Background: an optimization exercise with open tools, aiming at small area, a short achievable clock period and few clock cycles. Do not read the settings as production practice.
No functional check of the RTL was part of any run shown here.

==> flow/design.v, too long to show whole: its modules and the start of the top module <==
// module dot8: 1609 lines
// module fa1: 10 lines
// module hex_digit: 31 lines
// module minilab_top: 67 lines
module minilab_top (
  input  logic        CLOCK_50,
  input  logic        KEY,
  input  logic [9:0]  SW,
  output logic        LEDR,
  output logic [6:0]  HEX0,
  output logic [6:0]  HEX1,
  output logic [6:0]  HEX2,
  output logic [6:0]  HEX3,
  output logic [6:0]  HEX4,
  output logic [6:0]  HEX5,
  output logic        mem_read,
  output logic [31:0] mem_address,
  input  logic [63:0] mem_readdata,
  input  logic        mem_readdatavalid,
  input  logic        mem_waitrequest
);
  // ...
==> flow/run.sh <==
#!/bin/bash
# synth_recipe.tcl (not shown) runs the flow's synth.tcl, then flattens the netlist and writes it again
# the make line also repeats each setting of config.mk as NAME=value (left out here)
make -C /OpenROAD-flow-scripts/flow DESIGN_CONFIG=/design/flow/config.mk WORK_HOME=/design/flow/orfs CLKGATE_MAP_FILE= SYNTH_SCRIPT=/design/flow/synth_recipe.tcl finish
==> flow/config.mk <==
export PLATFORM = sky130hd
export DESIGN_NAME = minilab_top
export DESIGN_NICKNAME = minilab_top
export VERILOG_FILES = /design/flow/design.v
export SDC_FILE = /design/flow/constraint.sdc
export NUM_CORES = 4
export LEC_CHECK = 0
export ABC_CLOCK_PERIOD_IN_PS = 4700
export CAP_MARGIN = 20
export CORE_MARGIN = 2
export CORE_UTILIZATION = 40
export SETUP_SLACK_MARGIN = 3.3
export SLEW_MARGIN = 20
export SYNTH_HIERARCHICAL = 1
==> flow/constraint.sdc <==
create_clock -name core_clock -period 8.0 [get_ports {CLOCK_50}]
set_input_delay 1.6000 -clock core_clock [delete_from_list [all_inputs] [get_ports {CLOCK_50}]]
set_output_delay 1.6000 -clock core_clock [all_outputs]
set_load 0.01 [all_outputs]
==> results.yml, run 1 <==
outcome:
  status: "no timing/DRC/antenna violations"
worst_setup_path:
  r2r_end: "u_dot.r907$_DFF_P_"
  cp_num_buf_inv: 2
  crit_path_start: "SW[1]"
  crit_chain: "bufbuf_16 -> mux4_2 -> mux2i_4 -> ha_4 -> nor2b_1 -> a22o_1 -> o41ai_4 -> buf_2"
  reg2reg_slack_ns: 3.99
  slowest_delay_ns: 0.54
timing:
  layout_worst_path_cycle_share_pct: 65.9
  worst_pin_slew_ns: 0.922
  fin_hold_ws_ns: 0.524
clock_network:
  clk_pin_slew_worst_paths_ns: 0.06
  clockRootBuffer: "clkbuf_16"
  ctsLongestPathBuffers: 3
  clock_latency_ns: 0.61
logic_synthesis:
  synth_warnings: 15
  synth-xor-area-share_pct: 0.927
  netlist_top_cells_count: "546 x nand2_1, 479 x fa_1, 216 x edfxtp_1, 126 x clkbuf_1, 89 x inv_1"
  yosys-top-cells-area: "fa_1 39%, edfxtp_1 26%, nand2_1 8.3%"
  synth_top_family_by_area: "adder cells"
  synth_compound_area_share_pct: 3.10
  syn_area_um2: 24600
  synth-edff-count: 216
layout:
  diodes: 0
  design.seq.count: 291
  syn2layout_area_growth_pct: 17.7
  multi_input_area_share_pct: 56.8
  buf_share_pct: 7.17
  num-fill-cells: 5309
  nets: 2659
  buffers: 226
placement:
  io_buffers: 118
  gp_congestion: 0.969
  dp_hpwl_mm: 53.9
route:
  route.met2.wl_mm: 36.1
  routed.top_layer: "met4"
  dr.pass1.iters: 7
global_routing:
  antenna_found_initial: 0
die:
  nWellTaps: 782
==> module minilab_top, before the edit <==
module minilab_top (
  input  logic        CLOCK_50,
  input  logic        KEY,
  input  logic [9:0]  SW,
  output logic        LEDR,
  output logic [6:0]  HEX0,
  output logic [6:0]  HEX1,
  output logic [6:0]  HEX2,
  output logic [6:0]  HEX3,
  output logic [6:0]  HEX4,
  output logic [6:0]  HEX5,
  output logic        mem_read,
  output logic [31:0] mem_address,
  input  logic [63:0] mem_readdata,
  input  logic        mem_readdatavalid,
  input  logic        mem_waitrequest
);
  localparam int RW = 19;
  logic [3:0]  rd_cnt;     
  logic [3:0]  rsp_cnt;    
  logic        row_vld;    
  logic [2:0]  row_idx;
  logic [63:0] b_q;
  logic        done;
  logic [RW-1:0] res [8];
  assign mem_read    = (rd_cnt != 4'd9);
  assign mem_address = {28'd0, rd_cnt};
  always_ff @(posedge CLOCK_50 or negedge KEY) begin
    if (!KEY) begin
      rd_cnt  <= '0;
      rsp_cnt <= '0;
      row_vld <= 1'b0;
      row_idx <= '0;
      done    <= 1'b0;
    end else begin
      if (mem_read && !mem_waitrequest) rd_cnt <= rd_cnt + 4'd1;
      if (mem_readdatavalid) rsp_cnt <= rsp_cnt + 4'd1;
      row_vld <= mem_readdatavalid && (rsp_cnt != 4'd0);
      row_idx <= 3'(rsp_cnt - 4'd1);
      if (row_vld && row_idx == 3'd7) done <= 1'b1;
    end
  end
  always_ff @(posedge CLOCK_50) begin
    if (mem_readdatavalid && rsp_cnt == 4'd0) b_q <= mem_readdata;
  end
  logic [RW-1:0] dot;
  dot8 u_dot (.clk(CLOCK_50), .a(mem_readdata), .b(b_q), .y(dot));
  always_ff @(posedge CLOCK_50) begin
    for (int i = 0; i < 8; i++)
      if (row_vld && row_idx == 3'(i)) res[i] <= dot;
  end
  assign LEDR = done;
  logic          show;
  logic [31:0]   nib [5];
  assign show = done && SW[0];
  always_comb begin
    for (int d = 0; d < 5; d++)
      for (int r = 0; r < 8; r++)
        nib[d][4*r +: 4] = (d == 4) ? {1'b0, res[r][18:16]} : res[r][4*d +: 4];
  end
  hex_digit u_h0 (.nibs(nib[0]), .row(SW[3:1]), .show(show), .seg(HEX0));
  hex_digit u_h1 (.nibs(nib[1]), .row(SW[3:1]), .show(show), .seg(HEX1));
  hex_digit u_h2 (.nibs(nib[2]), .row(SW[3:1]), .show(show), .seg(HEX2));
  hex_digit u_h3 (.nibs(nib[3]), .row(SW[3:1]), .show(show), .seg(HEX3));
  hex_digit u_h4 (.nibs(nib[4]), .row(SW[3:1]), .show(show), .seg(HEX4));
  assign HEX5 = show ? 7'b1000000 : 7'b1111111;
endmodule
==> inputs of run 2 (changes only) <==
--- a/flow/design.v
+++ b/flow/design.v
@@ -1555,48 +1555,41 @@
   fa1 u_s885 (.a(c834), .b(s837), .c(c836), .s(s885), .co(c886));
   fa1 u_s887 (.a(s781), .b(s783), .c(c838), .s(s887), .co(c888));
   fa1 u_s889 (.a(c840), .b(s843), .c(c842), .s(s889), .co(c890));
   fa1 u_s891 (.a(c784), .b(s787), .c(c844), .s(s891), .co(c892));
   fa1 u_s893 (.a(s847), .b(c846), .c(s849), .s(s893), .co(c894));
   fa1 u_s895 (.a(s789), .b(s791), .c(c848), .s(s895), .co(c896));
   fa1 u_s897 (.a(s793), .b(c792), .c(c852), .s(s897), .co(c898));
   fa1 u_s899 (.a(c696), .b(c794), .c(c854), .s(s899), .co(c900));
-  assign s963 = ~(r936 ^ r937);
-  assign c964 = r936 | r937;
-  assign s965 = ~(r915 ^ r916);
-  assign c966 = r915 | r916;
+  ha1n u_s963 (.a(r936), .b(r937), .s(s963), .co(c964));
+  ha1n u_s965 (.a(r915), .b(r916), .s(s965), .co(c966));
   fa1 u_s967 (.a(r920), .b(r921), .c(r922), .s(s967), .co(c968));
-  assign s969 = ~(r923 ^ r924);
-  assign c970 = r923 | r924;
+  ha1n u_s969 (.a(r923), .b(r924), .s(s969), .co(c970));
   fa1 u_s971 (.a(r926), .b(r927), .c(r928), .s(s971), .co(c972));
-  assign s973 = ~(r929 ^ r930);
-  assign c974 = r929 | r930;
+  ha1n u_s973 (.a(r929), .b(r930), .s(s973), .co(c974));
   fa1 u_s975 (.a(r931), .b(r932), .c(r933), .s(s975), .co(c976));
-  assign s977 = ~(r934 ^ r935);
-  assign c978 = r934 | r935;
+  ha1n u_s977 (.a(r934), .b(r935), .s(s977), .co(c978));
   fa1 u_s979 (.a(r938), .b(r939), .c(r940), .s(s979), .co(c980));
   fa1 u_s981 (.a(r941), .b(r942), .c(s963), .s(s981), .co(c982));
   fa1 u_s983 (.a(r943), .b(r944), .c(r945), .s(s983), .co(c984));
   fa1 u_s985 (.a(r946), .b(r947), .c(c964), .s(s985), .co(c986));
   fa1 u_s987 (.a(r948), .b(r949), .c(r950), .s(s987), .co(c988));
   fa1 u_s989 (.a(r952), .b(r953), .c(r954), .s(s989), .co(c990));
-  assign s991 = ~(r911 ^ r912);
-  assign c992 = r911 | r912;
+  ha1n u_s991 (.a(r911), .b(r912), .s(s991), .co(c992));
   fa1 u_s993 (.a(r917), .b(r918), .c(r919), .s(s993), .co(c994));
   fa1 u_s995 (.a(r925), .b(c966), .c(s969), .s(s995), .co(c996));
   fa1 u_s997 (.a(c970), .b(s973), .c(c968), .s(s997), .co(c998));
   fa1 u_s999 (.a(c974), .b(s977), .c(c972), .s(s999), .co(c1000));
   fa1 u_s1001 (.a(c978), .b(c976), .c(s979), .s(s1001), .co(c1002));
   fa1 u_s1003 (.a(c980), .b(s983), .c(c982), .s(s1003), .co(c1004));
   fa1 u_s1005 (.a(r951), .b(c984), .c(s987), .s(s1005), .co(c1006));
   fa1 u_s1007 (.a(r955), .b(r956), .c(c988), .s(s1007), .co(c1008));
   fa1 u_s1009 (.a(r957), .b(r958), .c(r959), .s(s1009), .co(c1010));
-  assign s1011 = ~(r908 ^ r909);
-  assign c1012 = r908 | r909;
+  ha1n u_s1011 (.a(r908), .b(r909), .s(s1011), .co(c1012));
   fa1 u_s1013 (.a(r913), .b(r914), .c(s991), .s(s1013), .co(c1014));
   fa1 u_s1015 (.a(c992), .b(s965), .c(s993), .s(s1015), .co(c1016));
   fa1 u_s1017 (.a(c994), .b(s967), .c(s995), .s(s1017), .co(c1018));
   fa1 u_s1019 (.a(s971), .b(c996), .c(s997), .s(s1019), .co(c1020));
   fa1 u_s1021 (.a(s975), .b(c998), .c(s999), .s(s1021), .co(c1022));
   fa1 u_s1023 (.a(c1000), .b(s981), .c(s1001), .s(s1023), .co(c1024));
   fa1 u_s1025 (.a(s985), .b(c1002), .c(s1003), .s(s1025), .co(c1026));
   fa1 u_s1027 (.a(c986), .b(s1005), .c(c1004), .s(s1027), .co(c1028));
@@ -1613,26 +1606,32 @@
   input  logic b,
   input  logic c,
   output logic s,
   output logic co
 );
   assign s  = a ^ b ^ c;
   assign co = (a & b) | (a & c) | (b & c);
 endmodule
+module ha1n (
+  input  logic a,
+  input  logic b,
+  output logic s,
+  output logic co
+);
+  assign s  = ~(a ^ b);
+  assign co = a | b;
+endmodule
 `timescale 1ns/1ps
-module hex_digit (
-  input  logic [31:0] nibs,
-  input  logic [2:0]  row,
-  input  logic        show,
-  output logic [6:0]  seg
+module hex_seg (
+  input  logic [3:0] nib,
+  input  logic       show,
+  output logic [6:0] seg
 );
-  logic [3:0] nib;
   logic [6:0] s;
-  assign nib = nibs[4*row +: 4];
   always_comb begin
     case (nib)
       4'h0:    s = 7'b1000000;
       4'h1:    s = 7'b1111001;
       4'h2:    s = 7'b0100100;
       4'h3:    s = 7'b0110000;
       4'h4:    s = 7'b0011001;
       4'h5:    s = 7'b0010010;
@@ -1667,54 +1666,53 @@
   input  logic [63:0] mem_readdata,
   input  logic        mem_readdatavalid,
   input  logic        mem_waitrequest
 );
   localparam int RW = 19;
   logic [3:0]  rd_cnt;     
   logic [3:0]  rsp_cnt;    
   logic        row_vld;    
-  logic [2:0]  row_idx;
-  logic [63:0] b_q;
+  logic [63:0] b_q;        
   logic        done;
-  logic [RW-1:0] res [8];
+  logic [RW-1:0] res [7];
   assign mem_read    = (rd_cnt != 4'd9);
   assign mem_address = {28'd0, rd_cnt};
   always_ff @(posedge CLOCK_50 or negedge KEY) begin
     if (!KEY) begin
       rd_cnt  <= '0;
       rsp_cnt <= '0;
       row_vld <= 1'b0;
-      row_idx <= '0;
-      done    <= 1'b0;
     end else begin
       if (mem_read && !mem_waitrequest) rd_cnt <= rd_cnt + 4'd1;
       if (mem_readdatavalid) rsp_cnt <= rsp_cnt + 4'd1;
       row_vld <= mem_readdatavalid && (rsp_cnt != 4'd0);
-      row_idx <= 3'(rsp_cnt - 4'd1);
-      if (row_vld && row_idx == 3'd7) done <= 1'b1;
     end
   end
+  assign done = (rsp_cnt == 4'd9) && !row_vld;
+  logic [RW-1:0] dot;
+  dot8 u_dot (.clk(CLOCK_50), .a(mem_readdata), .b(b_q), .y(dot));
   always_ff @(posedge CLOCK_50) begin
     if (mem_readdatavalid && rsp_cnt == 4'd0) b_q <= mem_readdata;
+    else if (row_vld && rsp_cnt == 4'd9) b_q[RW-1:0] <= dot;
   end
-  logic [RW-1:0] dot;
-  dot8 u_dot (.clk(CLOCK_50), .a(mem_readdata), .b(b_q), .y(dot));
   always_ff @(posedge CLOCK_50) begin
-    for (int i = 0; i < 8; i++)
-      if (row_vld && row_idx == 3'(i)) res[i] <= dot;
+    for (int i = 0; i < 7; i++)
+      if (row_vld && rsp_cnt == 4'(i + 2)) res[i] <= dot;
   end
   assign LEDR = done;
+  logic [7:0]    oh;
+  logic [RW-1:0] sel;
   logic          show;
-  logic [31:0]   nib [5];
-  assign show = done && SW[0];
   always_comb begin
-    for (int d = 0; d < 5; d++)
-      for (int r = 0; r < 8; r++)
-        nib[d][4*r +: 4] = (d == 4) ? {1'b0, res[r][18:16]} : res[r][4*d +: 4];
+    for (int r = 0; r < 8; r++) oh[r] = (SW[3:1] == 3'(r));
+    sel = '0;
+    for (int r = 0; r < 7; r++) sel = sel | (res[r] & {RW{oh[r]}});
+    sel = sel | (b_q[RW-1:0] & {RW{oh[7]}});
   end
-  hex_digit u_h0 (.nibs(nib[0]), .row(SW[3:1]), .show(show), .seg(HEX0));
-  hex_digit u_h1 (.nibs(nib[1]), .row(SW[3:1]), .show(show), .seg(HEX1));
-  hex_digit u_h2 (.nibs(nib[2]), .row(SW[3:1]), .show(show), .seg(HEX2));
-  hex_digit u_h3 (.nibs(nib[3]), .row(SW[3:1]), .show(show), .seg(HEX3));
-  hex_digit u_h4 (.nibs(nib[4]), .row(SW[3:1]), .show(show), .seg(HEX4));
+  assign show = done && SW[0];
+  hex_seg u_h0 (.nib(sel[3:0]),           .show(show), .seg(HEX0));
+  hex_seg u_h1 (.nib(sel[7:4]),           .show(show), .seg(HEX1));
+  hex_seg u_h2 (.nib(sel[11:8]),          .show(show), .seg(HEX2));
+  hex_seg u_h3 (.nib(sel[15:12]),         .show(show), .seg(HEX3));
+  hex_seg u_h4 (.nib({1'b0, sel[18:16]}), .show(show), .seg(HEX4));
   assign HEX5 = show ? 7'b1000000 : 7'b1111111;
 endmodule
==> run 2 against run 1 <==
Against the previous run:
- global-route usage grew 0.81 points
- setup slack better by 0.073 ns
==> results.yml, run 2 <==
clock_network:
  clk_pin_slew_worst_paths_ns: 0.06
  clockRootBuffer: "clkbuf_16"
  clock_latency_ns: 0.61
  hold_buffers: 0
  cts_tree: "built"
  ctsLongestPathBuffers: 3
  ctsHtreeMaxLevel: 1
  cts_sinks: 268
  numCtsBuffers: 30
worst_setup_path:
  r2r_end: "b_q[15]$_DFFE_PP_"
  crit_path_start: "SW[1]"
  slowest_delay_ns: 0.48
  reg2reg_depth: 14
  cp_num_buf_inv: 5
  reg2reg_slack_ns: 3.80
  crit_family: "multiplexers"
  critical-path-slowest-cell: "mux4_2"
  path_class: "input pin to output port"
  crit_chain: "buf_12 -> buf_16 -> buf_12 -> mux4_2 -> mux2_4 -> inv_4 -> ha_4 -> nand2b_4 -> a21boi_2 -> o211ai_1 -> buf_2"
  worstPathRequired_ns: 6.40
  crit_top_cell: "buf_12"
  r2r_start: "u_dot.r937$_DFF_P_"
  start_kind: "input pin"
  endpoint_kind: "output port"
  cp.arrival_ns: 3.60
  crit_fanout: 6
die:
  core.rowCount: 89
  core_um2: 59000
  start_util_pct: 40.4
  die_x_um: 248
  die_h_um: 248
  ioPinCount: 154
  dieArea_um2: 61600
route:
  ant_nets: 0
  routed_wirelength_mm: 70.0
  wl_per_cell_um: 25.4
  drc: 0
  drtIter0Drc: 1185
  dr.pass1.iters: 6
  via_per_inst: 5.44
  vias: 14987
layout:
  final_cell_mix: "525 x nand2_1, 403 x fa_1, 197 x edfxtp_1"
  fin_cells: 2754
  fin_util_pct: 46.7
  final_common_cell: "nand2_1"
  syn2layout_area_growth_pct: 15.4
  num-fill-cells: 5256
  regMostFlops: "res"
  seq_area_um2: 7380
  largest_reg_flops: 133
  multi_input_area_um2: 16100
  reg.largest.list: "res x133, b_q x64"
  drive_gt1_share_pct: 24.4
  nets: 2573
timing:
  maxSlewViolCount: 0
  worst_pin_slew_ns: 1.04
  finalSetupTns_ns: 0
  fin_crit_ns: 5.20
  max_freq_mhz: 192
  layout_worst_path_cycle_share_pct: 65.0
  rsz0062_at_grt: "true"
  finalSetupViolations: 0
  worst_slack_ns: 2.80
  fin_skew_ns: 0.0411
  hold_viol_final: 0
  slew-limit-headroom_pct: 30.7
logic_synthesis:
  yosysMostFrequentCell: "nand2_1"
  synth_top_area_cell: "fa_1"
  netlist.area_leader.share_pct: 40.2
  yosys-top-cells-area: "fa_1 40%, edfxtp_1 25%, nand2_1 8.4%"
  syn_avg_cell_area_um2: 12.7
  async_flop_share_pct: 3.36
  synth-edff-count: 197
  ys_types: 63
  synth_ff_type: "edfxtp_1"
  netlist_top_cells_count: "532 x nand2_1, 479 x fa_1, 197 x edfxtp_1, 127 x clkbuf_1, 74 x inv_1"
  seq_area_frac_synth_pct: 30.9
  syn_inst: 1879
  synth_warnings: 12
  syn_area_um2: 23900
  ys_ff_latch: 268
hold_path:
  hold_end: "rd_cnt[3]$_DFFE_PN0P_"
  worstHoldPathCells: 1
  worstHoldStart: "rd_cnt[3]$_DFFE_PN0P_"
  hold_path.class: "flop to flop"
global_routing:
  grt_pass1_wl_mm: 104
  grt_start_max_net_pins: 66
  grt.overflow.total: 0
  first_global_vias: 16516
  grt_usage_pct: 23.1
  antenna_found_initial: 2
placement:
  dp_cells: 2633
  dp_hpwl_mm: 54.7
  gp_congestion: 0.956
  post-place-ws_ns: 1.89
  io_buffers: 118
outcome:
  status: "no timing/DRC/antenna violations"
run:
  maxCapViolCount: 0
==> run 2: worst max-delay path by stage <==
stage                     slack [ns]  cells after the start       to
after floorplan                 3.09                      9  HEX4[1]
after global placement          1.92                      9  HEX1[4]
after detailed placement        1.89                     10  HEX1[1]
after CTS                       2.83                     10  HEX2[1]
after global routing            2.75                     11  HEX1[1]
final                           2.80                     11  HEX1[1]
==> run 2: per-stage QoR <==
step                      hold slack, ns  cell area (um^2)
after floorplan                    0.509             24700
after global placement             0.498             25800
final                              0.514             27500
after global routing               0.532             27500
after detailed placement           0.505             25800
after CTS                          0.516             27400
==> run 2: final cells by class <==
type                            count  share of cell area (%)
Multi-Input combinational cell   1384                    58.5
Sequential cell                   268                    26.8
Timing Repair Buffer              193                    6.17
Tap cell                          773                    3.51
Clock buffer                       36                    2.81
Inverter                           80                    1.34
Clock inverter                     19                   0.854
Antenna cell                        1                 0.00909
==> run 2: worst register-to-register path: stages, from the launching register on <==
cell,delay (ns)
dfxtp_1,0.31
inv_1,0.04
ha_1,0.26
inv_1,0.04
fa_1,0.37
fa_1,0.45
fa_1,0.49
inv_1,0.04
ha_1,0.34
nand4_1,0.27
a21oi_1,0.38
or3_1,0.19
a21oi_2,0.06
xnor2_1,0.56
mux2_2,0.27
==> run 2: cell families after synthesis <==
logic type | count (synthesis) | synth area share, %
buf+inv | 260 | 5.00
simple gates | 598 | 10.0
compound gates | 96 | 3.29
fa+ha+maj | 538 | 43.3
other cells | 2 | 0.0315
mux | 97 | 6.71
flops | 268 | 30.9
xor+xnor | 20 | 0.734
==> run 2: repair_timing <==
action                                  in CTS  in global routing
pin swaps                                   15                 18
cloned                                       4                  0
gates resized for setup                    335                111
endpoints found under the setup margin      86                 54
buffers inserted                            49                 12
==> run 2: per-module statistics from Yosys, one instance, submodules excluded <==
module,cells,flops+latches,times used,cell area (um^2)
dot8,825,62,1,4500
minilab_top,375,206,1,8200
hex_seg,33,0,5,278
fa1,1,0,479,20.0
ha1n,5,0,7,27.5
==> run 2: per-layer routing <==
| metal | part of all wire [%] | up-vias | GRT usage (%) |
|---|---|---|---|
| li1 | - | 6162 | - |
| met1 | 40 | 8021 | 30.2 |
| met2 | 49 | 677 | 39.0 |
| met3 | 8.4 | 127 | 5.03 |
| met4 | 2.5 | 0 | 6.30 |
| met5 | 0 | - | 0 |

[port drivers added, routing unchanged]
Ports are ideal in the flow. The routed layouts listed here were re-timed in OpenROAD. Step 1 (the two cells are an assumption about what drives the block):
set clk [get_ports {CLOCK_50}]
set_driving_cell -lib_cell sky130_fd_sc_hd__clkbuf_16 $clk
set_driving_cell -lib_cell sky130_fd_sc_hd__buf_2 [delete_from_list [all_inputs] $clk]
Step 2 moves the port delays by t, midway between the first and last clock arrival at a register: inputs arrive t later, outputs are due t later. That takes back most of the time a late clock gives input paths. a / b / c = ideal ports / drivers / drivers and shift; a / b = the first two.
| run | t, ns | setup slack, ns | hold slack, ns | worst data-port slew with drivers (ns) |
|---|---|---|---|---|
| run 1 | 0.647 | 2.727 / 2.554 / 2.554 | 0.524 / 0.524 / 0.524 | 0.18 |
| run 2 | 0.649 | 2.800 / 2.740 / 2.668 | 0.514 / 0.514 / 0.514 | 0.09 |
After both steps every run listed still meets setup and hold. The setup slack of run 1, which loses most, moves by -0.173 ns with the drivers and by -0.173 ns with both steps.
